This design comes from an exercise in tuning for small area and a short achievable clock period on the open sky130 flow, not from production work.
Where RTL was checked, it was by simulation tests only, not by an equivalence proof against the original.
The RTL of runs 1 to 4 was laid out without a check of its function.
Power and IR drop assume default switching activity.

===== flow/config.mk =====
export PLATFORM = sky130hd
export DESIGN_NAME = flow_switch_top
export DESIGN_NICKNAME = flow_switch_top
export VERILOG_FILES = /design/flow/design.v
export SDC_FILE = /design/flow/constraint.sdc
export NUM_CORES = 4
export LEC_CHECK = 0
export CAP_MARGIN = 20
export CORE_MARGIN = 2
export CORE_UTILIZATION = 45
export PLACE_DENSITY = 0.6
export SLEW_MARGIN = 20

===== flow/constraint.sdc =====
create_clock -name core_clock -period 5.0 [get_ports {clk}]
set_input_delay 1.0000 -clock core_clock [delete_from_list [all_inputs] [get_ports {clk}]]
set_output_delay 1.0000 -clock core_clock [all_outputs]
set_load 0.01 [all_outputs]

===== flow/design.v =====
package flow_switch_pkg;
	typedef struct packed {
		logic [1:0] dest;
		logic [3:0] payload;
	} word_fields_t;
	typedef union packed {
		logic [6-1:0] raw;
		word_fields_t       fields;
	} word_u;
	typedef struct packed {
		logic full;
		logic empty;
		logic almost_full;
		logic almost_empty;
		logic error;
	} fifo_status_t;
	typedef struct packed {
		logic               psel;
		logic               penable;
		logic               pwrite;
		logic [4-1:0] paddr;
		logic [8-1:0] pwdata;
	} apb_req_t;
	typedef struct packed {
		logic [8-1:0] prdata;
		logic               pready;
		logic               pslverr;
	} apb_rsp_t;
	typedef struct packed {
		logic [5-1:0] af;
		logic [5-1:0] ae;
	} thresh_t;
endpackage
`timescale 1ns/1ps
module fifo16 #(
	parameter int W          = 6,
	parameter bit NO_OVERRUN = 1'b0
) (
	input  logic         clk,
	input  logic         reset_L,
	input  logic         i_wr,
	input  logic [W-1:0] i_wr_data,
	input  logic         i_rd,
	output logic [W-1:0] o_head,
	output logic         o_hv,
	output logic [4:0]   o_bcnt,
	output logic         o_overrun,
	output logic         o_underrun
);
	logic [W-1:0] head;
	logic [W-1:0] body [16-1];
	logic [W-1:0] body_head;
	logic         hv;
	logic [4:0]   bcnt;
	logic [4:0]   bcnt_inc;
	logic [4:0]   bcnt_dec;
	logic         overrun;
	logic         underrun;
	logic         b_empty;
	logic         full;
	logic         wr_ok;
	logic         rd_ok;
	assign b_empty = bcnt[4];
	assign full    = hv && (bcnt == 5'd14);
	assign wr_ok = NO_OVERRUN ? i_wr : (i_wr && (!full || i_rd));
	assign rd_ok = i_rd && hv;
	always_ff @(posedge clk) begin
		if (wr_ok && hv) begin
			body[0] <= i_wr_data;
			for (int k = 1; k < 16-1; k++)
				body[k] <= body[k-1];
		end
	end
	assign body_head = body[bcnt[3:0]];
	always_ff @(posedge clk) begin
		if (rd_ok && !b_empty)
			head <= body_head;
		else if (wr_ok && (!hv || rd_ok))
			head <= i_wr_data;
	end
	assign bcnt_inc = bcnt + 5'd1;
	assign bcnt_dec = bcnt - 5'd1;
	always_ff @(posedge clk) begin
		if (!reset_L) begin
			hv       <= 1'b0;
			bcnt     <= 5'b11111;
			overrun  <= 1'b0;
			underrun <= 1'b0;
		end else begin
			hv <= wr_ok || (hv && !(i_rd && b_empty));
			if (rd_ok && !b_empty) begin
				if (!wr_ok)
					bcnt <= bcnt_dec;
			end else if (wr_ok && hv && !rd_ok) begin
				bcnt <= bcnt_inc;
			end
			if (i_wr)
				overrun <= !wr_ok;
			if (i_rd)
				underrun <= !hv;
		end
	end
	assign o_head     = head;
	assign o_hv       = hv;
	assign o_bcnt     = bcnt;
	assign o_overrun  = NO_OVERRUN ? 1'b0 : overrun;
	assign o_underrun = underrun;
endmodule
`timescale 1ns/1ps
module vc_arbiter (
	input  logic                            clk,
	input  logic                            reset_L,
	input  logic                            i_enable,
	input  logic [4-1:0]              i_in_valid,
	input  logic [4-1:0][6-1:0] i_in_head,
	input  logic [4-1:0]              i_out_af,
	output logic [4-1:0]              o_in_pop,
	output logic [4-1:0]              o_out_wr,
	output logic [3:0]                      o_out_data
);
	logic [4-1:0] eligible;
	logic [4-1:0] last_q;
	logic [4-1:0] grant;
	logic               grant_vld;
	logic [4-1:0] xfer_wr_d;
	logic [3:0]         xfer_pl_d;
	logic [4-1:0] xfer_wr_q;
	logic [3:0]         xfer_pl_q;
	always_comb begin
		for (int i = 0; i < 4; i++)
			eligible[i] = i_enable && i_in_valid[i] &&
				!i_out_af[i_in_head[i][6-1 -: 2]];
	end
	always_comb begin
		for (int i = 0; i < 4; i++) begin
			logic [1:0] p1, p2, p3;
			p1 = 2'(i + 1);
			p2 = 2'(i + 2);
			p3 = 2'(i + 3);
			grant[i] = eligible[i] && (
				last_q[p3] ||
				(last_q[p2] && !eligible[p3]) ||
				(last_q[p1] && !eligible[p2] && !eligible[p3]) ||
				(last_q[i]  && !eligible[p1] && !eligible[p2] && !eligible[p3]));
		end
	end
	assign grant_vld = |eligible;
	always_comb begin
		xfer_wr_d = '0;
		xfer_pl_d = '0;
		for (int i = 0; i < 4; i++) begin
			if (grant[i]) begin
				xfer_wr_d[i_in_head[i][6-1 -: 2]] = 1'b1;
				xfer_pl_d = xfer_pl_d | i_in_head[i][3:0];
			end
		end
	end
	assign o_in_pop = grant;
	always_ff @(posedge clk) begin
		if (!reset_L) begin
			last_q    <= 4'b1000;
			xfer_wr_q <= '0;
		end else begin
			xfer_wr_q <= xfer_wr_d;
			if (grant_vld)
				last_q <= grant;
		end
	end
	always_ff @(posedge clk)
		xfer_pl_q <= xfer_pl_d;
	assign o_out_wr   = xfer_wr_q;
	assign o_out_data = xfer_pl_q;
endmodule
`timescale 1ns/1ps
module flow_ctrl_regs (
	input  logic               clk,
	input  logic               reset_L,
	input  logic               i_psel,
	input  logic               i_penable,
	input  logic               i_pwrite,
	input  logic [3:0]         i_paddr,
	input  logic [7:0]         i_pwdata,
	output logic [7:0]         o_prdata,
	output logic               o_pready,
	output logic               o_pslverr,
	input  logic [4-1:0] i_in_empty,
	input  logic [4-1:0] i_in_error,
	input  logic [4-1:0] i_out_empty,
	input  logic [4-1:0] i_out_error,
	output logic               o_enable,
	output logic [3:0]         o_af,
	output logic [3:0]         o_af_next
);
	logic       enable_q;
	logic [3:0] af_q;
	logic [3:0] ae_q;
	logic [7:0] err_q;
	logic [7:0] err_clr;
	logic [7:0] rd_mux;
	logic       wr_en;
	logic       thr_wr;
	logic [3:0] af_wr;
	assign wr_en = i_psel && i_penable && i_pwrite;
	assign thr_wr = wr_en && i_paddr == 4'h4;
	assign af_wr  = (i_pwdata[3:0] == 4'd0) ? 4'd1 : i_pwdata[3:0];
	assign err_clr = (wr_en && i_paddr == 4'hC) ? i_pwdata : '0;
	always_ff @(posedge clk) begin
		if (!reset_L) begin
			enable_q <= 1'b0;
			af_q     <= 4'd15;
			ae_q     <= 4'd1;
			err_q    <= '0;
		end else begin
			if (wr_en && i_paddr == 4'h0)
				enable_q <= i_pwdata[0];
			if (thr_wr) begin
				af_q <= af_wr;
				ae_q <= i_pwdata[7:4];
			end
			err_q <= (err_q & ~err_clr) | {i_out_error, i_in_error};
		end
	end
	always_comb begin
		case (i_paddr)
			4'h0:    rd_mux = {7'd0, enable_q};
			4'h4:    rd_mux = {ae_q, af_q};
			4'h8:    rd_mux = {i_in_empty, i_out_empty};
			4'hC:    rd_mux = err_q;
			default: rd_mux = '0;
		endcase
	end
	assign o_prdata  = (i_psel && !i_pwrite) ? rd_mux : '0;
	assign o_pready  = 1'b1;
	assign o_pslverr = i_psel && i_penable && (i_paddr[1:0] != 2'b00);
	assign o_enable = enable_q;
	assign o_af      = af_q;
	assign o_af_next = thr_wr ? af_wr : af_q;
endmodule
`timescale 1ns/1ps
module flow_switch_top (
	input  logic                        clk,
	input  logic                        reset_L,
	input  logic                        i_psel,
	input  logic                        i_penable,
	input  logic                        i_pwrite,
	input  logic [4-1:0]          i_paddr,
	input  logic [8-1:0]          i_pwdata,
	output logic [8-1:0]          o_prdata,
	output logic                        o_pready,
	output logic                        o_pslverr,
	input  logic [4-1:0]          i_push,
	input  logic [4*6-1:0]  i_in_data,
	input  logic [4-1:0]          i_pop,
	output logic [4*6-1:0]  o_out_data,
	output logic [4-1:0]          o_out_empty
);
	logic [4-1:0]              in_empty;
	logic [4-1:0]              in_error;
	logic [4-1:0][6-1:0] in_head;
	logic [4-1:0]              in_pop;
	logic [4-1:0]              out_empty;
	logic [4-1:0]              out_af;
	logic [4-1:0]              out_error;
	logic [4-1:0]              out_wr;
	logic [3:0]                      xfer_data;
	logic                            enable;
	logic [3:0]                      af;
	logic [3:0]                      af_next;
	for (genvar g = 0; g < 4; g++) begin : g_ch
		logic [3:0] out_head;
		logic       in_hv;
		logic       out_hv;
		logic [4:0] in_bcnt;
		logic [4:0] out_bcnt;
		logic       in_ovr;
		logic       in_unr;
		logic       out_ovr;
		logic       out_unr;
		fifo16 #(.W(6)) u_in_fifo (
			.clk        (clk),
			.reset_L    (reset_L),
			.i_wr       (i_push[g]),
			.i_wr_data  (i_in_data[g*6 +: 6]),
			.i_rd       (in_pop[g]),
			.o_head     (in_head[g]),
			.o_hv       (in_hv),
			.o_bcnt     (in_bcnt),
			.o_overrun  (in_ovr),
			.o_underrun (in_unr)
		);
		fifo16 #(.W(4), .NO_OVERRUN(1'b1)) u_out_fifo (
			.clk        (clk),
			.reset_L    (reset_L),
			.i_wr       (out_wr[g]),
			.i_wr_data  (xfer_data),
			.i_rd       (i_pop[g]),
			.o_head     (out_head),
			.o_hv       (out_hv),
			.o_bcnt     (out_bcnt),
			.o_overrun  (out_ovr),
			.o_underrun (out_unr)
		);
		assign in_empty[g]  = !in_hv;
		assign out_empty[g] = !out_hv;
		assign in_error[g]  = in_ovr;
		assign out_error[g] = out_unr;
		logic [4:0] out_fill;
		logic       out_rd_ok;
		logic       out_af_q;
		assign out_fill  = out_hv ? (out_bcnt + 5'd2) : 5'd0;
		assign out_rd_ok = i_pop[g] && out_hv;
		always_ff @(posedge clk) begin
			if (!reset_L)
				out_af_q <= 1'b0;
			else if (out_wr[g] && !out_rd_ok)
				out_af_q <= (out_fill + 5'd1 >= {1'b0, af_next});
			else if (out_rd_ok && !out_wr[g])
				out_af_q <= (out_fill > {1'b0, af_next});
			else
				out_af_q <= (out_fill >= {1'b0, af_next});
		end
		assign out_af[g] = out_af_q;
		assign o_out_data[g*6 +: 6] = i_pop[g] ? {2'(g), out_head} : '0;
		assign o_out_empty[g] = out_empty[g];
	end
	vc_arbiter u_arbiter (
		.clk        (clk),
		.reset_L    (reset_L),
		.i_enable   (enable),
		.i_in_valid (~in_empty),
		.i_in_head  (in_head),
		.i_out_af   (out_af),
		.o_in_pop   (in_pop),
		.o_out_wr   (out_wr),
		.o_out_data (xfer_data)
	);
	flow_ctrl_regs u_regs (
		.clk         (clk),
		.reset_L     (reset_L),
		.i_psel      (i_psel),
		.i_penable   (i_penable),
		.i_pwrite    (i_pwrite),
		.i_paddr     (i_paddr),
		.i_pwdata    (i_pwdata),
		.o_prdata    (o_prdata),
		.o_pready    (o_pready),
		.o_pslverr   (o_pslverr),
		.i_in_empty  (in_empty),
		.i_in_error  (in_error),
		.i_out_empty (out_empty),
		.i_out_error (out_error),
		.o_enable    (enable),
		.o_af        (af),
		.o_af_next   (af_next)
	);
endmodule

===== flow/run.sh =====
#!/bin/bash
# synth_recipe.tcl (not shown) runs the flow's synth.tcl, then flattens the netlist and writes it again
# the make line also repeats each setting of config.mk as NAME=value (left out here)
make -C /OpenROAD-flow-scripts/flow DESIGN_CONFIG=/design/flow/config.mk WORK_HOME=/design/flow/orfs CLKGATE_MAP_FILE= SYNTH_SCRIPT=/design/flow/synth_recipe.tcl finish

==> metrics.md, run 1 <==
| Metric | Value |
|---|---|
| Met2 wire length | `33300 um` |
| H-tree level count | `3` |
| Post-DP Area | `33800 um^2` |
| Most frequent CP cell | `clkdlybuf4s50_1` |
| Setup_tns | `0 ns` |
| Core area | `70300 um^2` |
| Worst Hold Slack | `0.433 ns` |
| Critical path's slowest cell | `clkdlybuf4s50_1` |
| Maxcap violations | `0` |
| CP top delay family | `buffers and inverters` |
| Total gr overflow | `0` |
| Routed WL per cell | `20.2 um` |
| Tmin final | `4.13 ns` |
| Full die area | `73300 um^2` |
| Period utilisation layout | `0.825` |
| Initial core utilization | `0.456` |
| Global placer's final weighted congestion | `0.843` |
| Worst Path Required | `4.00 ns` |
| Setup Slack @ Placement | `0.346 ns` |
| Met3 routed WL | `3960 um` |
| Synth Area in Adders | `0.0263` |
| Status | `no timing/DRC/antenna violations` |
| Post-synthesis sequential area ratio | `0.656` |
| Area delta synth->final | `13.7%` |
| Post-route setup slack | `0.873 ns` |
| Total CTS buffers | `79` |
| Post-synthesis simple-gate area fraction | `0.101` |
| Sum of routed wire segments on met1 | `33600 um` |
| Final Hold Fails | `0` |
| Slew Viols, Final | `0` |
| Post-DP HPWL | `46600 um` |
| Final setup viols | `0` |
| PD cells | `367 nW/um^2` |
| Warnings, synthesis | `7` |
| IR drop worst, VDD | `0.251 mV` |
| I/O Buffers | `81` |
| DRC Markers | `0` |
| Initial antenna violation count | `5` |
| All-Layer GR Usage | `0.196` |
| XOR/XNOR Fraction of Synth Area | `0.0104` |
| Min-delay worst type | `flop to flop` |
| Avg Inst Size Synth | `12.6 um^2` |
| Dominant synthesized flop cell | `edfxtp_1` |
| Fmax | `242 MHz` |
| CP startpoint kind | `input pin` |
| Rel. slew slack | `0.336` |
| CTS tree | `yes` |
| Clock skew | `0.0240 ns` |
| Crit path DAT | `3.13 ns` |
| Number of nets in the layout | `2719` |
| Largest family of logic cells by synthesized area | `compound AO/OA/AOI/OAI gates` |
| Via count | `21000` |
| Crit path largest cell delay | `0.80 ns` |
| Drt total wl | `73000 um` |
| Clock latency at the later pin of the worst-skew pair | `0.62 ns` |
| # IOs | `87` |
| Largest net degree at the start of global routing | `91` |
| Layout cells sized above 1 | `0.0919` |
| Post-synth ARST share | `0` |
| Chip Width | `271 um` |
| Die Y | `271 um` |
| Pleak | `13.1 nW` |
| Crit-path max FO | `18` |
| Synth area leader | `edfxtp_1` |
| Syn Std Cell Area | `32000 um^2` |
| Post-synthesis compound-gate area fraction | `0.133` |
| Top sig layer | `met5` |
| Postcts setup bufs | `0` |
| Placement row count | `97` |
| Reg clk slew, reported paths | `0.06 ns` |
| Pre-antenna DRT Iters | `5` |
| Setup crit end kind | `output pin` |
| Fill count | `5946` |
| First-pass GRT wire length | `116000 um` |
| Most frequent cells in the layout | `edfxtp_1, nand2_1, nor2_1` |
| DRT antenna net count | `0` |
| WS Path Type | `input pin to output pin` |
| Synth Register Bits | `729` |
| Vias in the first global route | `20600` |
| Cells after Synth | `2549` |
| Cell area after layout | `36400 um^2` |
| WP buf/inv | `2` |
| Mux cell area share after synthesis | `0.0443` |
| RSZ-0062 raised after global routing | `no` |
| Worst-Margin Slew | `0.994 ns` |
| Clock Tree Root | `clkbuf_16` |
| CTS max path bufs | `3` |
| Synth top area cells | `edfxtp_1, dfxtp_1, nand2_1` |
| # clock sinks | `729` |
| Top cell type's share of synthesized area | `0.600` |
| Vias/cell | `5.81` |
| Post-CTS sizing | `0` |
| Hold_buf cts | `0` |
| Most common cell after layout, fill and taps aside | `edfxtp_1` |
| Post-synth EDFFs | `640` |
| Cell Chain, Critical Path | `clkdlybuf4s50_1 -> nor2b_1 -> a22oi_1 -> nor2_1 -> clkdlybuf4s50_1` |
| Initial drt markers | `2072` |
| Synth cell types | `85` |
## path summary, 6_finish.rpt
path / depth (start not counted) / start / endpoint / slack [ns]
max: 5 / i_paddr[2] / o_prdata[1] / 0.87
min: 0 / g_ch[3].u_in_fifo.body[9][5]$_DFFE_PN_ / g_ch[3].u_in_fifo.body[10][5]$_DFFE_PN_ / 0.43
max reg2reg: 14 / g_ch[0].u_in_fifo.head[4]$_DFFE_PP_ / g_ch[0].u_in_fifo.bcnt[4]$_SDFFE_PN1P_ / 1.51
min reg2reg: 0 / g_ch[3].u_in_fifo.body[9][5]$_DFFE_PN_ / g_ch[3].u_in_fifo.body[10][5]$_DFFE_PN_ / 0.43
## layer usage
| layer | up-vias | track usage |
|---|---|---|
| li1 | 9818 | - |
| met1 | 10300 | 0.284 |
| met2 | 694 | 0.299 |
| met3 | 132 | 0.0340 |
| met4 | 4 | 0.0673 |
| met5 | - | 0 |
## kinds of logic after synthesis
kind of cell,count (synthesis)
XOR/XNOR,38
adder cells (fa/ha/maj),65
other,2
AO/OA/AOI/OAI,655
multiplexers,123
buffers and inverters,229
flip-flops,729
AND/OR/NAND/NOR,708
## synthesized netlist by cell type, drive strengths merged, types with 11 or more instances
| cell | number |
|---|---|
| a21oi | 144 |
| a31oi | 35 |
| o22ai | 43 |
| edfxtp | 640 |
| buf | 28 |
| nor2 | 190 |
| nand2b | 18 |
| nand3 | 60 |
| o211ai | 21 |
| nand4 | 16 |
| dfxtp | 89 |
| a22oi | 33 |
| a32oi | 16 |
| nand2 | 253 |
| inv | 63 |
| nor3 | 42 |
| and2 | 29 |
| ha | 61 |
| nor3b | 11 |
| a21o | 17 |
| xor2 | 16 |
| mux2 | 39 |
| a221oi | 36 |
| o21ai | 184 |
| mux2i | 73 |
| and3 | 24 |
| a211oi | 16 |
| o31ai | 12 |
| clkbuf | 129 |
| xnor2 | 22 |
| a22o | 13 |
| mux4 | 11 |
| nor2b | 35 |
## sequential cells by signal, indices dropped and copies added (netlist names), 8 cells and up
signal	flops
u_regs.err_q	8
g_ch.u_out_fifo.body	240
g_ch.u_out_fifo.head	16
g_ch.u_in_fifo.bcnt	20
g_ch.u_in_fifo.head	24
g_ch.u_out_fifo.bcnt	20
g_ch.u_in_fifo.body	360
## per-stage QoR
stage          cells   util  total power [mW]
4_1_cts         3607  0.518              13.5
5_1_grt         3608  0.518              13.8
3_3_place_gp    3464  0.481              7.66
6_report        3608  0.518              13.4
2_1_floorplan   2552      -              7.43
3_5_place_dp    3464  0.481              7.68
## where the power goes
group | leakage (nW) | internal (mW) | total [mW] | switching, mW
Combinational | 5.16 | 0.278 | 0.705 | 0.428
Clock | 1.28 | 3.42 | 5.80 | 2.39
Sequential | 6.70 | 6.73 | 6.85 | 0.118
Total | 13.1 | 10.4 | 13.4 | 2.93
## area by class of cell
class                   instances  area [um^2]  share of cell area
flip-flops and latches        729        21000               0.577
inverters                      72          270             0.00742
repair buffers                129         1200              0.0329
multi-input cells            1594        10200               0.280
clock inverters                36          333             0.00914
diodes                          1         2.50           0.0000687
clock buffers                 107         2250              0.0617
well taps                     940         1180              0.0323
## worst reg2reg max path, stage by stage (launching register included)
cell,delay [ns]
edfxtp_1,0.44
mux4_2,0.54
or2_1,0.35
a211oi_1,0.28
a22oi_2,0.08
buf_4,0.22
nand2b_4,0.24
inv_1,0.15
xnor2_1,0.13
ha_1,0.20
nor2_1,0.07
o31ai_1,0.25
a21o_1,0.18
and3_1,0.15
o21ai_0,0.07
==> run 2: changes to the inputs <==
--- a/flow/config.mk
+++ b/flow/config.mk
@@ -10,3 +10,4 @@
 export CORE_UTILIZATION = 45
 export PLACE_DENSITY = 0.6
+export SETUP_SLACK_MARGIN = 2.2
 export SLEW_MARGIN = 20
==> run 2 against run 1 <==
Still clean; cell area increased by 2.9%; area after synthesis unchanged; die area unchanged; power decreased by 1.2%; clock power decreased by 3%; count of clock-buffer cells in the layout increased by 4; combinational power increased by 8.8%; register-to-register slack improved by 0.59 ns; routed wire length increased by 2.3%; synthesized cell count unchanged; critical endpoint is now g_ch[0].u_in_fifo.bcnt[4]$_SDFFE_PN1P_; largest cell class unchanged.
==> metrics.md, run 2 <==
| Metric | Value |
|---|---|
| # IOs | `87 (unchanged)` |
| Routed WL per cell | `20.3 um (+0.46%)` |
| Post-synth ARST share | `0 (unchanged)` |
| Cell area after layout | `37500 um^2 (+2.9%)` |
| Hold_buf cts | `0 (unchanged)` |
| Cell Chain, Critical Path | `mux4_2 -> or2_4 -> a211oi_2 -> a22oi_2 -> nand2b_4 -> inv_4 -> xnor2_2 -> ha_2 -> nor2_2 -> o31ai_2 -> a21o_1 -> and3_1 -> o21ai_1` |
| Synth area leader | `edfxtp_1` |
| Vias/cell | `5.80 (-0.32%)` |
| Most frequent cells in the layout | `edfxtp_1, nand2_1, nor2_1` |
| Initial core utilization | `0.456 (unchanged)` |
| Met2 Usage GRT | `0.307 (+0.00848)` |
| Crit path largest cell delay | `0.52 ns (-0.28 ns)` |
| Vias in the first global route | `20800 (+1.4%)` |
| Most frequent cell after synthesis | `edfxtp_1` |
| Pre-antenna DRT Iters | `6 (+1)` |
| Placement row count | `97 (unchanged)` |
| Top post-synthesis cells by count | `edfxtp_1, nand2_1, nor2_1` |
| Slew Viols, Final | `0 (unchanged)` |
| Status | `no timing/DRC/antenna violations` |
| Drt total wl | `74700 um (+2.3%)` |
| DRT antenna net count | `0 (unchanged)` |
| Worst Path Required | `5.49 ns (+1.49 ns)` |
| Fill count | `5835 (-1.9%)` |
| Clock skew | `0.0258 ns (+0.00184 ns)` |
| Critical path's slowest cell | `mux4_2` |
| Syn Std Cell Area | `32000 um^2 (unchanged)` |
| Clock Tree Root | `clkbuf_16` |
| Min-delay worst type | `flop to flop` |
| GR Util met1 | `0.282 (-0.00191)` |
| Hold Startpoint | `g_ch[0].u_out_fifo.body[1][2]$_DFFE_PP_` |
| PD cells | `352 nW/um^2 (-4.0%)` |
| Max reg flops | `360 (unchanged)` |
| Setup crit end kind | `flop` |
| CTS max path bufs | `3 (unchanged)` |
| Reg clk slew, reported paths | `0.06 ns (about the same)` |
| Biggest regs | `g_ch.u_in_fifo.body (360), g_ch.u_out_fifo.body (240), g_ch.u_in_fifo.head (24)` |
| Largest Register | `g_ch.u_in_fifo.body` |
| Cells after Synth | `2549 (unchanged)` |
| Core area | `70300 um^2 (unchanged)` |
| Area delta synth->final | `17.0%` |
| Avg Inst Size Synth | `12.6 um^2 (unchanged)` |
| Initial antenna violation count | `4 (-1)` |
| GR peak layer | `met2` |
| Setup_tns | `0 ns (unchanged)` |
| IR drop worst, VDD | `0.261 mV (+3.8%)` |
| Crit-path max FO | `5 (-13)` |
| Layout cells sized above 1 | `0.150 (+0.0585)` |
| Clock latency at the later pin of the worst-skew pair | `0.63 ns (about the same)` |
| Initial drt markers | `2075 (+0.14%)` |
| Synth top area cells | `edfxtp_1, dfxtp_1, nand2_1` |
| Warnings, synthesis | `7 (unchanged)` |
| DRC Markers | `0 (unchanged)` |
| Most common cell after layout, fill and taps aside | `edfxtp_1` |
| Top cell type's share of synthesized area | `0.600 (unchanged)` |
| Fmax | `345 MHz (+42%)` |
| Largest net degree at the start of global routing | `91 (unchanged)` |
| Tmin final | `2.90 ns (-1.23 ns)` |
| Final Hold Fails | `0 (unchanged)` |
| Synth Register Bits | `729 (unchanged)` |
| Number of nets in the layout | `2783 (+2.4%)` |
| H-tree level count | `3 (unchanged)` |
| Via count | `21300 (+1.5%)` |
| Post-DP HPWL | `46800 um (+0.34%)` |
| Synth cell types | `85 (unchanged)` |
| Crit path DAT | `3.39 ns (+0.26 ns)` |
| Pleak | `13.5 nW (+3.0%)` |
| Total gr overflow | `0 (unchanged)` |
| Rel. slew slack | `0.350 (+0.0137)` |
| Routing usage on met3 | `0.0334 (-0.000621)` |
| Crit. Startpoint | `g_ch[0].u_in_fifo.head[4]$_DFFE_PP_` |
| Dominant synthesized flop cell | `edfxtp_1` |
| Antenna diodes | `0 (-1)` |
| Full die area | `73300 um^2 (unchanged)` |
| Chip Width | `271 um (unchanged)` |
| I/O Buffers | `81 (unchanged)` |
| Post-DP Area | `34000 um^2 (+0.57%)` |
| CP startpoint kind | `flop` |
| Total CTS buffers | `77 (-2.5%)` |
| Post-synth EDFFs | `640 (unchanged)` |
| Maxcap violations | `0 (unchanged)` |
| First-pass GRT wire length | `117000 um (+1.0%)` |
| Flop2flop setup slack | `2.10 ns (+0.59 ns)` |
| Worst-Margin Slew | `0.973 ns (-0.0205 ns)` |
| RSZ-0062 raised after global routing | `yes` |
| Die Y | `271 um (unchanged)` |
| All-Layer GR Usage | `0.198 (+0.00200)` |
| Reg2Reg Launch Point | `g_ch[0].u_in_fifo.head[4]$_DFFE_PP_` |
| # clock sinks | `729 (unchanged)` |
| WS Path Type | `flop to flop` |
| Final setup viols | `0 (unchanged)` |
| CTS tree | `yes` |
| Post-synthesis sequential area ratio | `0.656 (unchanged)` |
| Period utilisation layout | `0.580 (-0.246)` |
| Global placer's final weighted congestion | `0.852 (+1.0%)` |
-- run 2: changes by cell type in the layout (fill, tap and decap cells not counted), sizes merged --
cell / delta
buf: +77
bufinv: -1
clkbuf: +9
clkdlybuf4s15: +2
clkdlybuf4s50: -42
clkinv: -3
clkinvlp: +2
diode: -1
dlygate4sd2: +23
dlymetal6s2s: +1
inv: -1
-- run 2: worst paths after layout --
| kind | to | cells after the start |
|---|---|---|
| min reg2reg | g_ch[0].u_out_fifo.body[2][2]$_DFFE_PP_ | 0 |
| max | g_ch[0].u_in_fifo.bcnt[4]$_SDFFE_PN1P_ | 13 |
| max reg2reg | g_ch[0].u_in_fifo.bcnt[4]$_SDFFE_PN1P_ | 13 |
| min | g_ch[0].u_out_fifo.body[2][2]$_DFFE_PP_ | 0 |
-- run 2: area by class of cell --
type / instances / area (um^2) / share of cell area
Sequential cell: 729 / 21000 / 0.561
Multi-Input combinational cell: 1594 / 10800 / 0.287
Clock buffer: 111 / 2170 / 0.0579
Timing Repair Buffer: 195 / 1770 / 0.0473
Tap cell: 940 / 1180 / 0.0314
Inverter: 72 / 288 / 0.00768
Clock inverter: 33 / 283 / 0.00755
-- run 2: where the power goes --
part / total [mW] / internal (mW) / switching (mW)
logic: 0.767 / 0.306 / 0.460
clock network: 5.60 / 3.23 / 2.36
registers: 6.84 / 6.73 / 0.109
-- run 2: cells by family after synthesis --
group           Yosys count  share of synthesized area
other cells               2                   0.000234
flops                   729                      0.656
compound gates          655                      0.133
mux                     123                     0.0443
simple gates            708                      0.101
buf+inv                 229                     0.0285
xor+xnor                 38                     0.0104
fa+ha+maj                65                     0.0263
-- run 2: layer usage --
metal | vias up | wire length (um)
li1 | 9937 | -
met1 | 10500 | 33800
met2 | 698 | 34500
met3 | 138 | 4210
met4 | 2 | 2200
met5 | - | 13
-- run 2: timing repair --
action	CTS	global route
pin swaps	18	46
resized for setup	152	73
setup buffers	35	35
endpoints found under the setup margin	444	280
gates cloned	0	4
-- run 2: per-stage QoR --
| stage | util | power, mW | hold slack [ns] | setup slack [ns] | std cells |
|---|---|---|---|---|---|
| floorplan | - | 7.43 | 0.417 | 1.37 | 2552 |
| global placement | 0.484 | 7.67 | 0.424 | 0.867 | 3456 |
| detailed placement | 0.484 | 7.69 | 0.426 | 0.768 | 3456 |
| CTS | 0.524 | 13.3 | 0.433 | 2.14 | 3635 |
| global route | 0.533 | 13.6 | 0.448 | 2.02 | 3674 |
| finish | 0.533 | 13.2 | 0.436 | 2.10 | 3674 |
-- run 2: critical path, delay by kind of cell (launching register included) --
family | cells | cell delay (ns)
mux | 1 | 0.52
buf+inv | 1 | 0.07
compound gates | 5 | 0.77
xor+xnor | 1 | 0.11
flops | 1 | 0.38
simple gates | 4 | 0.70
fa+ha+maj | 1 | 0.21
==> run 3: changes to the inputs <==
--- a/flow/config.mk
+++ b/flow/config.mk
@@ -10,4 +10,4 @@
 export CORE_UTILIZATION = 45
 export PLACE_DENSITY = 0.6
-export SETUP_SLACK_MARGIN = 2.2
+export SETUP_SLACK_MARGIN = 2.8
 export SLEW_MARGIN = 20
==> run 3 against run 2 <==
Still clean; fmax down 3.3%; sequential power hardly changed; area after synthesis did not move; power is 2.9% higher; sequential cell count unchanged; critical path depth up 1; first-iteration DRC count is 11% higher; clock skew grew 0.0023 ns; via count rose by 5.9%; hold slack got worse by 0.0031 ns; critical path type unchanged; critical endpoint unchanged.
==> metrics.md, run 3 <==
| Metric | Value |
|---|---|
| Post-synthesis sequential area ratio | `0.656 (unchanged)` |
| Most common cell after layout, fill and taps aside | `edfxtp_1` |
| Post-DP HPWL | `46500 um (-0.47%)` |
| PD cells | `330 nW/um^2 (-6.4%)` |
| Layout cells sized above 1 | `0.257 (+0.106)` |
| CP startpoint kind | `flop` |
| I/O Buffers | `81 (unchanged)` |
| Synth area leader | `edfxtp_1` |
| Power consumption | `13.6 mW (+2.9%)` |
| Status | `no timing/DRC/antenna violations` |
| Multi-input logic area | `11300 um^2 (+5.3%)` |
| Sequential share of power | `0.504 (-0.014)` |
| Drt total wl | `81800 um (+9.5%)` |
| Number of nets in the layout | `2961 (+6.4%)` |
| Fmax | `334 MHz (-3.3%)` |
| Biggest regs | `g_ch.u_in_fifo.body (360), g_ch.u_out_fifo.body (240), g_ch.u_in_fifo.head (24)` |
| Fill count | `5389 (-7.6%)` |
| Maxcap violations | `0 (unchanged)` |
| DRC Markers | `0 (unchanged)` |
| H-tree level count | `3 (unchanged)` |
| Worst-Margin Slew | `0.984 ns (+0.0108 ns)` |
| Post-synth ARST share | `0 (unchanged)` |
| Reg clk slew, reported paths | `0.06 ns (about the same)` |
| Period utilisation layout | `0.599 (+0.0196)` |
| Pre-antenna DRT Iters | `6 (unchanged)` |
| Via count | `22600 (+5.9%)` |
| GR Util met1 | `0.295 (+0.0130)` |
| Most frequent cell after synthesis | `edfxtp_1` |
| Largest net degree at the start of global routing | `62 (-32%)` |
| Largest Register | `g_ch.u_in_fifo.body` |
| Final setup viols | `0 (unchanged)` |
| Syn Std Cell Area | `32000 um^2 (unchanged)` |
| Chip Width | `271 um (unchanged)` |
| Routed WL per cell | `21.3 um (+4.6%)` |
| Top post-synthesis cells by count | `edfxtp_1, nand2_1, nor2_1` |
| Worst Path Required | `5.45 ns (-0.04 ns)` |
| Most frequent cells in the layout | `edfxtp_1, nand2_1, nor2_1` |
| Post-synth EDFFs | `640 (unchanged)` |
| Synth Register Bits | `729 (unchanged)` |
| # IOs | `87 (unchanged)` |
| Vias/cell | `5.86 (+1.1%)` |
| Clock latency at the later pin of the worst-skew pair | `0.62 ns (about the same)` |
| Setup crit end kind | `flop` |
| Area delta synth->final | `28.5%` |
| Routing usage on met3 | `0.0304 (-0.00293)` |
| Cells after Synth | `2549 (unchanged)` |
| # clock sinks | `729 (unchanged)` |
| Max reg flops | `360 (unchanged)` |
| Synth top area cells | `edfxtp_1, dfxtp_1, nand2_1` |
| Die Y | `271 um (unchanged)` |
| RSZ-0062 raised after global routing | `yes` |
| CTS tree | `yes` |
| GR peak layer | `met2` |
| Storage element area | `21100 um^2 (+0.21%)` |
| CTS max path bufs | `3 (unchanged)` |
| Initial drt markers | `2293 (+11%)` |
| Clock Tree Root | `clkbuf_16` |
| Min-delay worst type | `flop to flop` |
| Vias in the first global route | `22000 (+5.5%)` |
| Global placer's final weighted congestion | `0.856 (+0.42%)` |
| Final Hold Fails | `0 (unchanged)` |
| Initial core utilization | `0.456 (unchanged)` |
| Avg Inst Size Synth | `12.6 um^2 (unchanged)` |
| Warnings, synthesis | `7 (unchanged)` |
| Full die area | `73300 um^2 (unchanged)` |
| Switching Fraction | `0.224 (+0.00208)` |
| Slew Viols, Final | `0 (unchanged)` |
| Tmin final | `3.00 ns (+0.0981 ns)` |
| Pleak | `15.2 nW (+13%)` |
| Placement row count | `97 (unchanged)` |
| Clock skew | `0.0282 ns (+0.00234 ns)` |
| WS Path Type | `flop to flop` |
| Rel. slew slack | `0.343 (-0.00720)` |
| Top cell type's share of synthesized area | `0.600 (unchanged)` |
| Initial antenna violation count | `3 (-1)` |
| Clock Power Share | `0.417 (-0.007)` |
| IR drop worst, VDD | `0.237 mV (-9.2%)` |
| Sw Pwr | `3.04 mW (+3.8%)` |
| First-pass GRT wire length | `124000 um (+6.5%)` |
| Total gr overflow | `0 (unchanged)` |
| Crit path DAT | `3.44 ns (+0.05 ns)` |
| DRT antenna net count | `0 (unchanged)` |
| Synth cell types | `85 (unchanged)` |
| Setup_tns | `0 ns (unchanged)` |
| Core area | `70300 um^2 (unchanged)` |
| Crit-path max FO | `4 (-1)` |
| Total CTS buffers | `78 (+1.3%)` |
| Gate power share | `0.080 (+0.022)` |
| Int Pwr | `10.5 mW (+2.6%)` |
| Met2 Usage GRT | `0.341 (+0.0336)` |
| All-Layer GR Usage | `0.212 (+0.0138)` |
| Dominant synthesized flop cell | `edfxtp_1` |
## run 3: cell counts after synthesis
Identical to the previous run, type by type.
## run 3: through the flow
| step | worst slack [ns] | hold WS (ns) | instances | util | area (um^2) |
|---|---|---|---|---|---|
| floorplan | 1.38 | 0.417 | 2552 | - | 32200 |
| global placement | 0.642 | 0.422 | 3461 | 0.482 | 33800 |
| detailed placement | 0.519 | 0.426 | 3461 | 0.482 | 33800 |
| CTS | 2.09 | 0.431 | 3765 | 0.563 | 39600 |
| global route | 1.94 | 0.447 | 3847 | 0.586 | 41200 |
| finish | 2.00 | 0.433 | 3847 | 0.586 | 41200 |
## run 3: area by class of cell
| class | instances | share of cell area |
|---|---|---|
| sequential | 729 | 0.512 |
| multi-input combinational | 1597 | 0.275 |
| timing repair buffer | 369 | 0.117 |
| clock buffer | 103 | 0.0517 |
| tap | 940 | 0.0286 |
| inverter | 72 | 0.00793 |
| clock inverter | 36 | 0.00790 |
| antenna | 1 | 0.0000608 |
## run 3: per-layer routing
metal / vias up / part of all wire / routed length (um)
met1: 11300 / 0.44 / 36000
met3: 160 / 0.055 / 4480
li1: 10300 / - / -
met2: 786 / 0.48 / 39000
met5: - / 0.00027 / 22
met4: 4 / 0.028 / 2300
## run 3: path summary, 6_finish.rpt
path                                       startpoint                                       end  slack, ns  depth (start not counted)
min reg2reg  g_ch[2].u_out_fifo.body[12][1]$_DFFE_PP_  g_ch[2].u_out_fifo.body[13][1]$_DFFE_PP_       0.43                          0
max               g_ch[3].u_in_fifo.head[5]$_DFFE_PP_    g_ch[0].u_in_fifo.bcnt[4]$_SDFFE_PN1P_       2.00                         14
max reg2reg       g_ch[3].u_in_fifo.head[5]$_DFFE_PP_    g_ch[0].u_in_fifo.bcnt[4]$_SDFFE_PN1P_       2.00                         14
min          g_ch[2].u_out_fifo.body[12][1]$_DFFE_PP_  g_ch[2].u_out_fifo.body[13][1]$_DFFE_PP_       0.43                          0
## run 3: power by group through the flow
stage,logic [mW],clock network [mW],registers [mW]
final,1.08,5.66,6.84
after global routing,1.16,6.01,6.85
after CTS,0.969,5.76,6.84
after detailed placement,0.708,0,6.97
after global placement,0.699,0,6.97
after floorplan,0.517,0,6.91
## run 3: cells by family after synthesis
group	share of synthesized area
other	0.000234
AND/OR/NAND/NOR	0.101
multiplexers	0.0443
buffers and inverters	0.0285
AO/OA/AOI/OAI	0.133
XOR/XNOR	0.0104
adder cells (fa/ha/maj)	0.0263
flip-flops	0.656
## run 3: worst max-delay path, cell delays in order, from the launching register on
cell and delay (ns):
edfxtp_1 0.45, mux2_4 0.35, a21oi_4 0.15, o211ai_1 0.23, a22oi_2 0.31, nand2b_4 0.20, inv_4 0.05, xnor2_2 0.12
ha_2 0.20, buf_4 0.13, nand2_1 0.05, o31ai_1 0.06, a21o_1 0.20, a21oi_1 0.19, o21ai_1 0.13
## run 3: repair_timing
| item | 4_1_cts | 5_1_grt |
|---|---|---|
| endpoints found under the hold margin | 0 | 0 |
| resized for setup | 591 | 178 |
| gates cloned | 33 | 19 |
| pin swaps | 76 | 69 |
| setup buffers | 132 | 62 |
| hold buffers | 0 | 0 |
| endpoints found under the setup margin | 562 | 500 |
==> run 4: changes to the inputs <==
--- a/flow/config.mk
+++ b/flow/config.mk
@@ -10,4 +10,4 @@
 export CORE_UTILIZATION = 45
 export PLACE_DENSITY = 0.6
-export SETUP_SLACK_MARGIN = 2.8
+export SETUP_SLACK_MARGIN = 2.5
 export SLEW_MARGIN = 20
==> run 4 against run 3 <==
Register-to-register slack worse by 0.05 ns; hold slack worse by 0.0047 ns; still clean on timing, DRC and antenna; critical path type unchanged; routed wire length down 5.6%.
==> metrics.md, run 4 <==
| Metric | Value |
|---|---|
| Final Hold Fails | `0 (unchanged)` |
| Worst hold stages | `0 (unchanged)` |
| Synth top area cells | `edfxtp_1, dfxtp_1, nand2_1` |
| Via count | `21700 (-3.8%)` |
| Chip Width | `271 um (unchanged)` |
| Multi-input logic area | `11000 um^2 (-3.1%)` |
| Clock skew | `0.0259 ns (-0.00230 ns)` |
| DRC Markers | `0 (unchanged)` |
| Area delta synth->final | `20.8%` |
| Worst Path Required | `5.46 ns (about the same)` |
| Routed WL per cell | `20.7 um (-2.7%)` |
| Post-synth ARST share | `0 (unchanged)` |
| Layout cells sized above 1 | `0.197 (-0.0594)` |
| # IOs | `87 (unchanged)` |
| CP startpoint kind | `flop` |
| Switching Fraction | `0.222 (-0.00234)` |
| Slew Viols, Final | `0 (unchanged)` |
| Sequential share of power | `0.512 (+0.008)` |
| Top post-synthesis cells by count | `edfxtp_1, nand2_1, nor2_1` |
| Synth Area in Adders | `0.0263 (unchanged)` |
| Int Pwr | `10.4 mW (-1.2%)` |
| Initial core utilization | `0.456 (unchanged)` |
| Mux cell area share after synthesis | `0.0443 (unchanged)` |
| Core area | `70300 um^2 (unchanged)` |
| Clock Tree Root | `clkbuf_16` |
| Min-delay worst type | `flop to flop` |
| First-pass GRT wire length | `119000 um (-4.3%)` |
| CTS max path bufs | `3 (unchanged)` |
| I/O Buffers | `81 (unchanged)` |
| Final setup viols | `0 (unchanged)` |
| Total gr overflow | `0 (unchanged)` |
| Status | `no timing/DRC/antenna violations` |
| Global placer's final weighted congestion | `0.856 (unchanged)` |
| Maxcap violations | `0 (unchanged)` |
| R2R depth | `13 (-1)` |
| Pre-antenna DRT Iters | `5 (-1)` |
| Rel. slew slack | `0.393 (+0.0501)` |
| Post-synth EDFFs | `640 (unchanged)` |
| Post-synthesis sequential area ratio | `0.656 (unchanged)` |
| Hold_buf cts | `0 (unchanged)` |
| Synth cell types | `85 (unchanged)` |
| Post-synthesis simple-gate area fraction | `0.101 (unchanged)` |
| Post-DP HPWL | `46500 um (unchanged)` |
| Tmin final | `3.05 ns (+0.0497 ns)` |
| Setup Slack @ Placement | `0.519 ns (unchanged)` |
| Finished Layout Cells | `3734 (-2.9%)` |
| Storage element area | `21100 um^2 (about the same)` |
| Setup_tns | `0 ns (unchanged)` |
| Most frequent cell after synthesis | `edfxtp_1` |
| Biggest regs | `g_ch.u_in_fifo.body (360), g_ch.u_out_fifo.body (240), g_ch.u_in_fifo.head (24)` |
| Dpl cells | `3461 (unchanged)` |
| Number of nets in the layout | `2848 (-3.8%)` |
| Fmax | `328 MHz (-1.6%)` |
| Gate power share | `0.066 (-0.014)` |
| Largest family of logic cells by synthesized area | `compound AO/OA/AOI/OAI gates` |
| Total CTS buffers | `78 (unchanged)` |
| RSZ-0062 raised after global routing | `yes` |
| # clock sinks | `729 (unchanged)` |
| Drt total wl | `77200 um (-5.6%)` |
| Most frequent cells in the layout | `edfxtp_1, nand2_1, nor2_1` |
| Worst-Margin Slew | `0.909 ns (-0.0751 ns)` |
| Crit path DAT | `3.50 ns (+0.06 ns)` |
| Sw Pwr | `2.97 mW (-2.6%)` |
| DRT antenna net count | `0 (unchanged)` |
| Clock Power Share | `0.422 (+0.005)` |
| Vias in the first global route | `21300 (-3.3%)` |
| Post-route setup slack | `1.95 ns (-0.0497 ns)` |
| H-tree level count | `3 (unchanged)` |
| Top cell type's share of synthesized area | `0.600 (unchanged)` |
| Post-synthesis compound-gate area fraction | `0.133 (unchanged)` |
| Dominant synthesized flop cell | `edfxtp_1` |
| IR drop worst, VDD | `0.233 mV (-1.6%)` |
| Full die area | `73300 um^2 (unchanged)` |
| Max reg flops | `360 (unchanged)` |
| WS Path Type | `flop to flop` |
| PD cells | `346 nW/um^2 (+4.7%)` |
| Cells after Synth | `2549 (unchanged)` |
| Worst Hold Slack | `0.428 ns (-0.00466 ns)` |
| Vias/cell | `5.81 (-0.84%)` |
| Clock latency at the later pin of the worst-skew pair | `0.62 ns (about the same)` |
| Largest net degree at the start of global routing | `62 (unchanged)` |
| Synth Register Bits | `729 (unchanged)` |
| Avg Inst Size Synth | `12.6 um^2 (unchanged)` |
| Die Y | `271 um (unchanged)` |
| Setup crit end kind | `flop` |
| Most common cell after layout, fill and taps aside | `edfxtp_1` |
| XOR/XNOR Fraction of Synth Area | `0.0104 (unchanged)` |
| Reg clk slew, reported paths | `0.06 ns (about the same)` |
| All-Layer GR Usage | `0.202 (-0.00962)` |
| Placement row count | `97 (unchanged)` |
| Fill count | `5740 (+6.5%)` |
| Initial drt markers | `2237 (-2.4%)` |
| CTS tree | `yes` |
| Syn Std Cell Area | `32000 um^2 (unchanged)` |
| Crit-path max FO | `4 (unchanged)` |
| Pleak | `14.2 nW (-7.1%)` |
| Largest Register | `g_ch.u_in_fifo.body` |
| Warnings, synthesis | `7 (unchanged)` |
| Synth area leader | `edfxtp_1` |
| Period utilisation layout | `0.609 (+0.00994)` |
| Initial antenna violation count | `3 (unchanged)` |
[run 4: cell families after synthesis]
kind of cell    count (synthesis)
mux                           123
other cells                     2
buf+inv                       229
xor+xnor                       38
simple gates                  708
compound gates                655
fa+ha+maj                      65
flops                         729
[run 4: final timing paths]
kind                                      startpoint                                       to  slack (ns)
min reg2reg  g_ch[2].u_in_fifo.body[10][1]$_DFFE_PN_  g_ch[2].u_in_fifo.body[11][1]$_DFFE_PN_        0.43
max              g_ch[1].u_in_fifo.head[5]$_DFFE_PP_   g_ch[0].u_in_fifo.bcnt[4]$_SDFFE_PN1P_        1.95
min          g_ch[2].u_in_fifo.body[10][1]$_DFFE_PN_  g_ch[2].u_in_fifo.body[11][1]$_DFFE_PN_        0.43
max reg2reg      g_ch[1].u_in_fifo.head[5]$_DFFE_PP_   g_ch[0].u_in_fifo.bcnt[4]$_SDFFE_PN1P_        1.95
[run 4: critical path, cell delays in order, from the launching register on]
cell      delay, ns
edfxtp_1       0.44
buf_4          0.18
nand3_2        0.09
a31oi_2        0.11
a211o_1        0.37
a22oi_2        0.26
nand2b_4       0.20
inv_4          0.05
ha_1           0.34
inv_1          0.07
o31ai_1        0.33
a21o_1         0.21
and3_1         0.16
o21ai_1        0.07
[run 4: routing by layer]
| metal | global-route usage | vias up | routed length, um |
|---|---|---|---|
| met5 | 0 | - | 25 |
| met4 | 0.0682 | 4 | 2070 |
| met3 | 0.0286 | 139 | 4070 |
| met2 | 0.320 | 698 | 36400 |
| met1 | 0.288 | 10800 | 34700 |
| li1 | - | 10100 | - |
[run 4: cell type report]
class | count | share of cell area
clock inverters | 36 | 0.00841
flip-flops and latches | 729 | 0.544
repair buffers | 257 | 0.0711
clock buffers | 103 | 0.0550
multi-input cells | 1596 | 0.284
diodes | 1 | 0.0000647
well taps | 940 | 0.0304
inverters | 72 | 0.00747
[run 4: timing repair]
action                                 in CTS  in global routing
endpoints found under the hold margin       0                  0
setup buffers                              77                 31
setup endpoints to repair                 490                450
resized for setup                         346                129
cloned                                      7                 18
pin swaps                                  61                 46
[run 4: metrics by stage]
stage               total power, mW  cell area, um^2   util
floorplan                      7.43            32200      -
global placement               7.67            33800  0.482
detailed placement             7.68            33800  0.482
CTS                            13.4            37700  0.536
global route                   13.8            38700  0.551
finish                         13.4            38700  0.551
[run 4: power by group through the flow]
stage               clock, mW  sequential, mW  combinational (mW)
floorplan                   0            6.91               0.517
global placement            0            6.97               0.699
detailed placement          0            6.97               0.708
CTS                      5.76            6.84               0.797
global route             6.01            6.86               0.961
finish                   5.64            6.84               0.887
==> run 5: changes to the inputs <==
--- a/flow/design.v
+++ b/flow/design.v
@@ -33,36 +33,35 @@
 endpackage
 `timescale 1ns/1ps
-module fifo16 #(
-	parameter int W          = 6,
-	parameter bit NO_OVERRUN = 1'b0
-) (
-	input  logic         clk,
-	input  logic         reset_L,
-	input  logic         i_wr,
-	input  logic [W-1:0] i_wr_data,
-	input  logic         i_rd,
-	output logic [W-1:0] o_head,
-	output logic         o_hv,
-	output logic [4:0]   o_bcnt,
-	output logic         o_overrun,
-	output logic         o_underrun
+module fifo16 (
+	input  logic               clk,
+	input  logic               reset_L,
+	input  logic               i_wr,
+	input  logic [6-1:0] i_wr_data,
+	input  logic               i_rd,
+	output logic [6-1:0] o_head,
+	output logic               o_hv,
+	output logic               o_overrun
 );
-	logic [W-1:0] head;
-	logic [W-1:0] body [16-1];
-	logic [W-1:0] body_head;
-	logic         hv;
-	logic [4:0]   bcnt;
-	logic [4:0]   bcnt_inc;
-	logic [4:0]   bcnt_dec;
-	logic         overrun;
-	logic         underrun;
-	logic         b_empty;
-	logic         full;
-	logic         wr_ok;
-	logic         rd_ok;
-	assign b_empty = bcnt[4];
-	assign full    = hv && (bcnt == 5'd14);
-	assign wr_ok = NO_OVERRUN ? i_wr : (i_wr && (!full || i_rd));
-	assign rd_ok = i_rd && hv;
+	logic [6-1:0] head;
+	logic [6-1:0] body [16-1];
+	logic [6-1:0] body_head;
+	logic               hv;
+	logic [7:0]         bcnt;
+	logic [15:0]        bsel;
+	logic               overrun;
+	logic               b_empty;
+	logic               full;
+	logic               wr_ok;
+	always_comb begin
+		bsel[0] = !bcnt[7] && !bcnt[0];
+		bsel[8] =  bcnt[7] &&  bcnt[0];
+		for (int k = 1; k < 8; k++) begin
+			bsel[k]     =  bcnt[k-1] && !bcnt[k];
+			bsel[k + 8] = !bcnt[k-1] &&  bcnt[k];
+		end
+	end
+	assign b_empty = bsel[0];
+	assign full    = hv && bsel[15];
+	assign wr_ok = i_wr && (!full || i_rd);
 	always_ff @(posedge clk) begin
 		if (wr_ok && hv) begin
@@ -72,38 +71,33 @@
 		end
 	end
-	assign body_head = body[bcnt[3:0]];
+	always_comb begin
+		body_head = '0;
+		for (int k = 1; k < 16; k++)
+			body_head = body_head | ({6{bsel[k]}} & body[k-1]);
+	end
 	always_ff @(posedge clk) begin
-		if (rd_ok && !b_empty)
+		if (i_rd && !b_empty)
 			head <= body_head;
-		else if (wr_ok && (!hv || rd_ok))
+		else if (wr_ok && (!hv || i_rd))
 			head <= i_wr_data;
 	end
-	assign bcnt_inc = bcnt + 5'd1;
-	assign bcnt_dec = bcnt - 5'd1;
 	always_ff @(posedge clk) begin
 		if (!reset_L) begin
-			hv       <= 1'b0;
-			bcnt     <= 5'b11111;
-			overrun  <= 1'b0;
-			underrun <= 1'b0;
+			hv      <= 1'b0;
+			bcnt    <= 8'd0;
+			overrun <= 1'b0;
 		end else begin
 			hv <= wr_ok || (hv && !(i_rd && b_empty));
-			if (rd_ok && !b_empty) begin
-				if (!wr_ok)
-					bcnt <= bcnt_dec;
-			end else if (wr_ok && hv && !rd_ok) begin
-				bcnt <= bcnt_inc;
-			end
+			if (wr_ok && hv && !i_rd)
+				bcnt <= {bcnt[6:0], !bcnt[7]};
+			else if (i_rd && !b_empty && !wr_ok)
+				bcnt <= {!bcnt[0], bcnt[7:1]};
 			if (i_wr)
 				overrun <= !wr_ok;
-			if (i_rd)
-				underrun <= !hv;
 		end
 	end
-	assign o_head     = head;
-	assign o_hv       = hv;
-	assign o_bcnt     = bcnt;
-	assign o_overrun  = NO_OVERRUN ? 1'b0 : overrun;
-	assign o_underrun = underrun;
+	assign o_head    = head;
+	assign o_hv      = hv;
+	assign o_overrun = overrun;
 endmodule
 `timescale 1ns/1ps
@@ -190,5 +184,6 @@
 	output logic               o_enable,
 	output logic [3:0]         o_af,
-	output logic [3:0]         o_af_next
+	output logic               o_af_wr,
+	output logic [3:0]         o_af_wdata
 );
 	logic       enable_q;
@@ -235,5 +230,6 @@
 	assign o_enable = enable_q;
 	assign o_af      = af_q;
-	assign o_af_next = thr_wr ? af_wr : af_q;
+	assign o_af_wr    = thr_wr;
+	assign o_af_wdata = af_wr;
 endmodule
 `timescale 1ns/1ps
@@ -266,16 +262,10 @@
 	logic                            enable;
 	logic [3:0]                      af;
-	logic [3:0]                      af_next;
+	logic                            af_wr;
+	logic [3:0]                      af_wdata;
 	for (genvar g = 0; g < 4; g++) begin : g_ch
 		logic [3:0] out_head;
 		logic       in_hv;
-		logic       out_hv;
-		logic [4:0] in_bcnt;
-		logic [4:0] out_bcnt;
-		logic       in_ovr;
-		logic       in_unr;
-		logic       out_ovr;
-		logic       out_unr;
-		fifo16 #(.W(6)) u_in_fifo (
+		fifo16 u_in_fifo (
 			.clk        (clk),
 			.reset_L    (reset_L),
@@ -285,9 +275,7 @@
 			.o_head     (in_head[g]),
 			.o_hv       (in_hv),
-			.o_bcnt     (in_bcnt),
-			.o_overrun  (in_ovr),
-			.o_underrun (in_unr)
+			.o_overrun  (in_error[g])
 		);
-		fifo16 #(.W(4), .NO_OVERRUN(1'b1)) u_out_fifo (
+		fifo16_out u_out_fifo (
 			.clk        (clk),
 			.reset_L    (reset_L),
@@ -295,30 +283,13 @@
 			.i_wr_data  (xfer_data),
 			.i_rd       (i_pop[g]),
+			.i_af       (af),
+			.i_af_wr    (af_wr),
+			.i_af_wdata (af_wdata),
 			.o_head     (out_head),
-			.o_hv       (out_hv),
-			.o_bcnt     (out_bcnt),
-			.o_overrun  (out_ovr),
-			.o_underrun (out_unr)
+			.o_empty    (out_empty[g]),
+			.o_af       (out_af[g]),
+			.o_underrun (out_error[g])
 		);
-		assign in_empty[g]  = !in_hv;
-		assign out_empty[g] = !out_hv;
-		assign in_error[g]  = in_ovr;
-		assign out_error[g] = out_unr;
-		logic [4:0] out_fill;
-		logic       out_rd_ok;
-		logic       out_af_q;
-		assign out_fill  = out_hv ? (out_bcnt + 5'd2) : 5'd0;
-		assign out_rd_ok = i_pop[g] && out_hv;
-		always_ff @(posedge clk) begin
-			if (!reset_L)
-				out_af_q <= 1'b0;
-			else if (out_wr[g] && !out_rd_ok)
-				out_af_q <= (out_fill + 5'd1 >= {1'b0, af_next});
-			else if (out_rd_ok && !out_wr[g])
-				out_af_q <= (out_fill > {1'b0, af_next});
-			else
-				out_af_q <= (out_fill >= {1'b0, af_next});
-		end
-		assign out_af[g] = out_af_q;
+		assign in_empty[g] = !in_hv;
 		assign o_out_data[g*6 +: 6] = i_pop[g] ? {2'(g), out_head} : '0;
 		assign o_out_empty[g] = out_empty[g];
@@ -352,5 +323,79 @@
 		.o_enable    (enable),
 		.o_af        (af),
-		.o_af_next   (af_next)
+		.o_af_wr     (af_wr),
+		.o_af_wdata  (af_wdata)
 	);
 endmodule
+module fifo16_out (
+	input  logic       clk,
+	input  logic       reset_L,
+	input  logic       i_wr,
+	input  logic [3:0] i_wr_data,
+	input  logic       i_rd,
+	input  logic [3:0] i_af,
+	input  logic       i_af_wr,
+	input  logic [3:0] i_af_wdata,
+	output logic [3:0] o_head,
+	output logic       o_empty,
+	output logic       o_af,
+	output logic       o_underrun
+);
+	logic [3:0] head;
+	logic [3:0] body [16-1];
+	logic [4:0] fill;
+	logic [4:0] fill_next;
+	logic [3:0] bidx;
+	logic       empty;
+	logic       af;
+	logic       underrun;
+	logic       b_empty;
+	logic       rd_ok;
+	logic       up;
+	logic       dn;
+	logic       af_up;
+	logic       af_hold;
+	logic       af_dn;
+	assign b_empty = (fill[4:1] == 4'd0);
+	assign rd_ok   = i_rd && !empty;
+	assign up      = i_wr && !rd_ok;
+	assign dn      = rd_ok && !i_wr;
+	assign bidx    = 4'(fill - 5'd2);
+	always_ff @(posedge clk) begin
+		if (i_wr && !empty) begin
+			body[0] <= i_wr_data;
+			for (int k = 1; k < 16-1; k++)
+				body[k] <= body[k-1];
+		end
+	end
+	always_ff @(posedge clk) begin
+		if (rd_ok && !b_empty)
+			head <= body[bidx];
+		else if (i_wr && (empty || rd_ok))
+			head <= i_wr_data;
+	end
+	assign fill_next = up ? fill + 5'd1 : dn ? fill - 5'd1 : fill;
+	assign af_up   = ({1'b0, fill} + 6'd1 >= {2'b0, i_af});
+	assign af_hold = (fill >= {1'b0, i_af});
+	assign af_dn   = (fill > {1'b0, i_af});
+	always_ff @(posedge clk) begin
+		if (!reset_L) begin
+			fill     <= 5'd0;
+			empty    <= 1'b1;
+			af       <= 1'b0;
+			underrun <= 1'b0;
+		end else begin
+			fill  <= fill_next;
+			empty <= (fill_next == 5'd0);
+			if (i_af_wr)
+				af <= (fill_next >= {1'b0, i_af_wdata});
+			else
+				af <= up ? af_up : dn ? af_dn : af_hold;
+			if (i_rd)
+				underrun <= empty;
+		end
+	end
+	assign o_head     = head;
+	assign o_empty    = empty;
+	assign o_af       = af;
+	assign o_underrun = underrun;
+endmodule
==> run 5 against run 4 <==
Still clean on timing, DRC and antenna; first-iteration DRC count down 0.27%; die area down 2.7%; fmax up 4.4%; critical path depth down 7; clock power up 2%; non-clock buffer count up 19; register-to-register slack better by 0.46 ns; largest power group unchanged; highest routed layer unchanged.
==> metrics.md, run 5 <==
| Metric | Value |
|---|---|
| Placement row count | `96 (-1.0%)` |
| Antenna diodes | `0 (-1)` |
| Synth Register Bits | `741 (+1.6%)` |
| Final Hold Fails | `0 (unchanged)` |
| Setup_tns | `0 ns (unchanged)` |
| H-tree level count | `3 (unchanged)` |
| Setup crit end kind | `output pin` |
| Worst-Margin Slew | `1.17 ns (+0.256 ns)` |
| Sequential share of power | `0.440 (-0.072)` |
| Period utilisation layout | `0.583 (-0.0258)` |
| Crit-path max FO | `5 (+1)` |
| Chip Width | `267 um (-1.4%)` |
| Core area | `68600 um^2 (-2.4%)` |
| Biggest regs | `g_ch.u_in_fifo.body (360), g_ch.u_out_fifo.body (240), g_ch.u_in_fifo.bcnt (32)` |
| Worst Path Required | `4.00 ns (-1.46 ns)` |
| Crit path largest cell delay | `0.30 ns (-0.14 ns)` |
| Initial antenna violation count | `2 (-1)` |
| Post-DP HPWL | `46000 um (-1.3%)` |
| Slew Viols, Final | `0 (unchanged)` |
| Most common cell after layout, fill and taps aside | `edfxtp_1` |
| Routed WL per cell | `22.7 um (+9.7%)` |
| Most frequent cells in the layout | `edfxtp_1, nand2_1, nor2_1` |
| Fmax | `343 MHz (+4.4%)` |
| All-Layer GR Usage | `0.209 (+0.00646)` |
| Pre-antenna DRT Iters | `6 (+1)` |
| Tmin final | `2.92 ns (-0.129 ns)` |
| Most frequent cell after synthesis | `edfxtp_1` |
| Drt total wl | `80000 um (+3.6%)` |
| RSZ-0062 raised after global routing | `yes` |
| Maxcap violations | `0 (unchanged)` |
| # clock sinks | `741 (+1.6%)` |
| Synth top area cells | `edfxtp_1, dfxtp_1, ha_1` |
| Top post-synthesis cells by count | `edfxtp_1, nand2_1, nor2_1` |
| WS Path Type | `input pin to output pin` |
| I/O Buffers | `81 (unchanged)` |
| IR drop worst, VDD | `0.306 mV (+31%)` |
| Total CTS buffers | `80 (+2.6%)` |
| Clock Tree Root | `clkbuf_16` |
| Via count | `21000 (-3.3%)` |
| CTS tree | `yes` |
| Number of nets in the layout | `2663 (-6.5%)` |
| DRC Markers | `0 (unchanged)` |
| Pleak | `13.3 nW (-6.4%)` |
| Layout cells sized above 1 | `0.224 (+0.0270)` |
| Final setup viols | `0 (unchanged)` |
| Crit path DAT | `1.92 ns (-1.58 ns)` |
| Largest Register | `g_ch.u_in_fifo.body` |
| Critical path's slowest cell | `mux2_4` |
| Clock skew | `0.0217 ns (-0.00418 ns)` |
| # IOs | `87 (unchanged)` |
| Reg clk slew, reported paths | `0.06 ns (about the same)` |
| Post-synth ARST share | `0 (unchanged)` |
| Post-synth EDFFs | `640 (unchanged)` |
| Max reg flops | `360 (unchanged)` |
| Synth area leader | `edfxtp_1` |
| Warnings, synthesis | `6 (-1)` |
| Global placer's final weighted congestion | `0.855 (-0.12%)` |
| Area delta synth->final | `23.9%` |
| Sw Pwr | `4.69 mW (+58%)` |
| Post-synthesis sequential area ratio | `0.682 (+0.0264)` |
| Status | `no timing/DRC/antenna violations` |
| Top cell type's share of synthesized area | `0.617 (+0.0171)` |
| Vias in the first global route | `19900 (-6.4%)` |
| Int Pwr | `11.9 mW (+14%)` |
| Avg Inst Size Synth | `13.5 um^2 (+7.7%)` |
| First-pass GRT wire length | `116000 um (-2.5%)` |
| Gate power share | `0.216 (+0.150)` |
| Min-delay worst type | `flop to flop` |
| Total gr overflow | `0 (unchanged)` |
| Dpl cells | `3206 (-7.4%)` |
| CP startpoint kind | `input pin` |
| Initial core utilization | `0.454 (-0.00177)` |
| PD cells | `430 nW/um^2 (+25%)` |
| Finished Layout Cells | `3526 (-5.6%)` |
| Synth cell types | `80 (-5.9%)` |
| DRT antenna net count | `0 (unchanged)` |
| Die Y | `267 um (-1.4%)` |
| Initial drt markers | `2231 (-0.27%)` |
| Vias/cell | `5.95 (+2.4%)` |
| CTS max path bufs | `3 (unchanged)` |
| Cells after Synth | `2302 (-9.7%)` |
| Power consumption | `16.6 mW (+24%)` |
| Largest net degree at the start of global routing | `61 (-1.6%)` |
| Clock Power Share | `0.345 (-0.077)` |
| Clock latency at the later pin of the worst-skew pair | `0.63 ns (about the same)` |
| Full die area | `71300 um^2 (-2.7%)` |
| Rel. slew slack | `0.220 (-0.173)` |
| Cell Chain, Critical Path | `buf_12 -> mux2_4 -> a21oi_2 -> nor2_1 -> buf_4 -> buf_6` |
| Switching Fraction | `0.282 (+0.0606)` |
| Dominant synthesized flop cell | `edfxtp_1` |
| Syn Std Cell Area | `31100 um^2 (-2.8%)` |
[run 5: cell types whose count changed after synthesis, sizes merged, moves of 28 or more]
cell / before / now
a221oi: 36 / 73
a22oi: 33 / 128
o21ai: 184 / 99
nor2: 190 / 162
nand2: 253 / 186
mux2i: 73 / 22
[run 5: kinds of logic (layout without fill, tap and decap cells)]
| group | count (synthesis) | after routing | synth area share |
|---|---|---|---|
| AO/OA/AOI/OAI | 641 | 645 | 0.147 |
| XOR/XNOR | 36 | 36 | 0.0101 |
| adder cells (fa/ha/maj) | 82 | 82 | 0.0328 |
| buffers and inverters | 196 | 482 | 0.0257 |
| flip-flops | 741 | 741 | 0.682 |
| multiplexers | 53 | 53 | 0.0213 |
| other | 2 | 5 | 0.000241 |
| AND/OR/NAND/NOR | 551 | 551 | 0.0811 |
[run 5: power groups by stage]
stage	Sequential (mW)	Clock (mW)	Combinational, mW
4_1_cts	7.28	5.83	3.18
5_1_grt	7.33	6.05	3.94
3_5_place_dp	7.39	0	2.86
6_report	7.30	5.73	3.58
2_1_floorplan	7.21	0	2.22
3_3_place_gp	7.39	0	2.84
[run 5: layout make-up]
cell class / instances / area [um^2]
Clock inverter: 39 / 325
Sequential cell: 741 / 21300
Clock buffer: 104 / 2170
Timing Repair Buffer: 276 / 3150
Multi-Input combinational cell: 1372 / 10200
Fill cell: 5425 / 30000
Inverter: 63 / 275
Tap cell: 931 / 1160
[run 5: layer usage]
layer  track usage  part of all wire  vias up
li1              -                 -     9472
met1         0.297              0.44    10500
met2         0.333              0.47      886
met3        0.0390             0.071      134
met4        0.0509             0.021        4
met5             0           0.00032        -
[run 5: worst max-delay path, delay by kind of cell]
| kind | cells | cell delay, ns |
|---|---|---|
| compound gates | 1 | 0.12 |
| buf+inv | 3 | 0.42 |
| mux | 1 | 0.30 |
| simple gates | 1 | 0.05 |
[run 5: path summary, 6_finish.rpt]
check / from / to / slack (ns) / cells after the start
worst max register to register: g_ch[3].u_in_fifo.head[4]$_DFFE_PP_ / g_ch[3].u_in_fifo.body[7][1]$_DFFE_PN_ / 2.41 / 8
worst min-delay path: g_ch[0].u_in_fifo.head[1]$_DFFE_PP_ / u_arbiter.xfer_pl_q[1]$_DFF_P_ / 0.44 / 2
worst max-delay path: i_paddr[3] / o_prdata[5] / 2.08 / 6
worst min register to register: g_ch[0].u_in_fifo.head[1]$_DFFE_PP_ / u_arbiter.xfer_pl_q[1]$_DFF_P_ / 0.44 / 2
[run 5: stage by stage]
step	setup slack, ns	cell area (um^2)	utilization	hold slack (ns)
floorplan	1.32	31300	-	0.408
global placement	0.914	32900	0.479	0.423
detailed placement	0.892	32900	0.479	0.419
CTS	2.09	36400	0.531	0.435
global route	2.08	38600	0.562	0.445
finish	2.08	38600	0.562	0.444
[run 5: timing repair]
item / CTS / global route
hold buffers: 0 / 0
cloned: 6 / 36
resized for setup: 308 / 206
buffers inserted: 53 / 82
pin swaps: 26 / 72
setup endpoints to repair: 504 / 456

[re-timing with driven ports]
The flow's constraints put no driver on any port. The routed layouts listed below were extracted and timed again, unchanged, in two steps.
Step 1 assumes that a clkbuf_16 drives the clock port and a buf_2 every other input.
Step 2 times the ports against the registers' clock, not the clock port: input delays grow and output delays shrink by t, the midpoint of the rising clock arrivals with the driver on.
Slacks: no drivers / after step 1 / after step 2; pairs: no drivers / after step 1.
| run | t (ns) | setup WS [ns] | hold slack, ns | worst setup path after step 2 | slew at the worst register clock pin (ns) |
|---|---|---|---|---|---|
| run 1 | 0.669 | 0.873 / 0.850 / 0.280 | 0.433 / 0.433 / 0.433 | input to register | 0.06 / 0.06 |
| run 2 | 0.681 | 2.101 / 2.052 / 1.519 | 0.436 / 0.436 / 0.436 | input to register | 0.07 / 0.07 |
| run 3 | 0.673 | 2.003 / 2.003 / 1.474 | 0.433 / 0.433 / 0.433 | input to register | 0.06 / 0.06 |
| run 4 | 0.669 | 1.954 / 1.954 / 1.473 | 0.428 / 0.428 / 0.428 | input to register | 0.06 / 0.06 |
| run 5 | 0.677 | 2.083 / 2.031 / 1.942 | 0.444 / 0.444 / 0.444 | input to register | 0.07 / 0.07 |
After both steps every run listed still meets setup and hold. For run 1, which loses most, drivers alone change the setup slack by -0.023 ns; drivers and shift together by -0.593 ns.
